Source: an optimization exercise on an open RTL-to-GDS flow (aim: small area and a short achievable clock period). Production flows keep margins and buffers that such runs may drop.
Power figures rest on the tool's default switching activity, not on a simulated workload.

## mc_fifo
module mc_fifo
#(
    parameter int WIDTH     = mc_fifo_pkg::DEF_WIDTH,
    parameter int DEPTH     = mc_fifo_pkg::DEF_DEPTH,
    parameter int CHANNELS  = mc_fifo_pkg::DEF_CHANNELS,
    parameter int AF_MARGIN = mc_fifo_pkg::DEF_AF_MARGIN,
    parameter int AE_MARGIN = mc_fifo_pkg::DEF_AE_MARGIN
) (
    input  logic                          clk,
    input  logic                          reset,
    input  logic                          write_en,
    input  logic [mc_fifo_pkg::width_of(CHANNELS)-1:0] wr_ch,
    input  logic [WIDTH-1:0]              data_in,
    input  logic                          read_en,
    input  logic [mc_fifo_pkg::width_of(CHANNELS)-1:0] rd_ch,
    input  logic                          clear_err,
    output logic [WIDTH-1:0]              data_out,
    output logic                          data_valid,
    output logic [CHANNELS-1:0]           full,
    output logic [CHANNELS-1:0]           empty,
    output logic [CHANNELS-1:0]           almost_full,
    output logic [CHANNELS-1:0]           almost_empty,
    output logic [mc_fifo_pkg::width_of(DEPTH):0]      rd_count,
    output logic [CHANNELS-1:0]           overflow,
    output logic [CHANNELS-1:0]           underflow
);
For scale: about 1100 flip-flops, ~56 I/O pins, about 42000 um^2 of cells after synthesis.
Settings: LEC_CHECK=0, CAP_MARGIN=20, CORE_MARGIN=2, CORE_UTILIZATION=50, CTS_CLUSTER_DIAMETER=70, CTS_CLUSTER_SIZE=30, SETUP_SLACK_MARGIN=1.65, SLEW_MARGIN=20, SYNTH_HIERARCHICAL=1, SYNTH_MINIMUM_KEEP_SIZE=0; clock period 4.0 ns.
run.sh (not shown) runs the stock make flow with config.mk's settings and CLKGATE_MAP_FILE= SYNTH_SCRIPT=/design/flow/synth_recipe.tcl, a recipe that flattens the netlist after the stock synthesis.
Then changed:
--- a/flow/design.v
+++ b/flow/design.v
@@ -163,47 +163,18 @@
 );
     assign y = !((a0 && b0) || (a1 && b1));
 endmodule
 module mc_fifo_nand3 (
     input  logic a, b, c,
     output logic y
 );
     assign y = !(a && b && c);
 endmodule
-module mc_fifo_dec32 (
-    input  logic [4:0]  idx,
-    output logic [31:0] sel
-);
-    logic [4:0] idx_n;
-    logic [3:0] lo_n;
-    logic [7:0] hi_n;
-    for (genvar i = 0; i < 5; i++) begin : g_inv
-        mc_fifo_inv u_inv (.a (idx[i]), .y (idx_n[i]));
-    end
-    for (genvar i = 0; i < 4; i++) begin : g_lo
-        mc_fifo_nand2 u_lo (
-            .a (i[0] ? idx[0] : idx_n[0]),
-            .b (i[1] ? idx[1] : idx_n[1]),
-            .y (lo_n[i])
-        );
-    end
-    for (genvar j = 0; j < 8; j++) begin : g_hi
-        mc_fifo_nand3 u_hi (
-            .a (j[0] ? idx[2] : idx_n[2]),
-            .b (j[1] ? idx[3] : idx_n[3]),
-            .c (j[2] ? idx[4] : idx_n[4]),
-            .y (hi_n[j])
-        );
-    end
-    for (genvar s = 0; s < 32; s++) begin : g_sel
-        mc_fifo_nor2 u_sel (.a (lo_n[s % 4]), .b (hi_n[s / 4]), .y (sel[s]));
-    end
-endmodule
 module mc_fifo
 #(
     parameter int WIDTH     = mc_fifo_pkg::DEF_WIDTH,
     parameter int DEPTH     = mc_fifo_pkg::DEF_DEPTH,
     parameter int CHANNELS  = mc_fifo_pkg::DEF_CHANNELS,
     parameter int AF_MARGIN = mc_fifo_pkg::DEF_AF_MARGIN,
     parameter int AE_MARGIN = mc_fifo_pkg::DEF_AE_MARGIN
 ) (
     input  logic                          clk,
@@ -327,29 +298,22 @@
         end
         for (genvar s = 0; s < DEPTH; s++) begin : g_rot
             assign rot[s] = sr_q[(s + DEPTH - 1) % DEPTH];
         end
         logic [DEPTH-1:0]       rsel;
         logic [DEPTH*WIDTH-1:0] rot_flat;
         for (genvar s = 0; s < DEPTH; s++) begin : g_flat
             assign rot_flat[s*WIDTH +: WIDTH] = rot[s];
         end
-        if (DEPTH == 32) begin : g_pos_dec
-            mc_fifo_dec32 u_dec (
-                .idx (count_lo_a[g]),
-                .sel (rsel)
-            );
-        end else begin : g_dec
-            mc_fifo_dec #(.AW(AW)) u_dec (
-                .idx (count_lo_a[g]),
-                .sel (rsel)
-            );
-        end
+        mc_fifo_dec #(.AW(AW)) u_dec (
+            .idx (count_lo_a[g]),
+            .sel (rsel)
+        );
         if (DEPTH == 32) begin : g_tree
             mc_fifo_aotree32 #(.W(WIDTH)) u_mux (
                 .sel (rsel),
                 .d   (rot_flat),
                 .q   (head_a[g])
             );
         end else begin : g_flat_mux
             mc_fifo_aomux #(.N(DEPTH), .W(WIDTH)) u_mux (
                 .sel (rsel),
Total power barely changes.
Design area stays flat.
Wire length grows by 0.70%.
Synthesized cell count shrinks by 0.33%.
Clock-buffer cell count went down by 1.
Non-clock buffer count goes down by 7.
Final cell count decreases by 0.86%.
Combinational power rises by about 0.8%.
Via count barely changes.
Utilization drops by 0.13 points.
Worst hold slack hardly moves.
No functional check of the RTL was part of any run of this note.

[re-timing with driven ports]
The results above use ideal ports. As a check the final layouts listed here were re-extracted and re-timed, cells and wires unchanged. Step 1 (the two cells are an assumption about what drives the block):
set clk [get_ports {clk}]
set_driving_cell -lib_cell sky130_fd_sc_hd__clkbuf_16 $clk
set_driving_cell -lib_cell sky130_fd_sc_hd__buf_2 [delete_from_list [all_inputs] $clk]
Step 2, shift: input delay + t, output delay - t, t = (earliest + latest rising clock arrival at the registers) / 2. This alone moves slack from input paths to output paths. a / b / c = ideal ports / drivers / drivers and shift; a / b = the first two.
run | t, ns | slack for setup (ns) | worst setup path after step 2
the first run | 0.716 | 1.615 / 1.545 / 0.985 | input to register
the second run | 0.711 | 1.642 / 1.574 / 1.034 | input to register
After both steps every run listed still meets setup and hold. For the first run, which loses most, drivers alone change the setup slack by -0.070 ns; drivers and shift together by -0.630 ns.
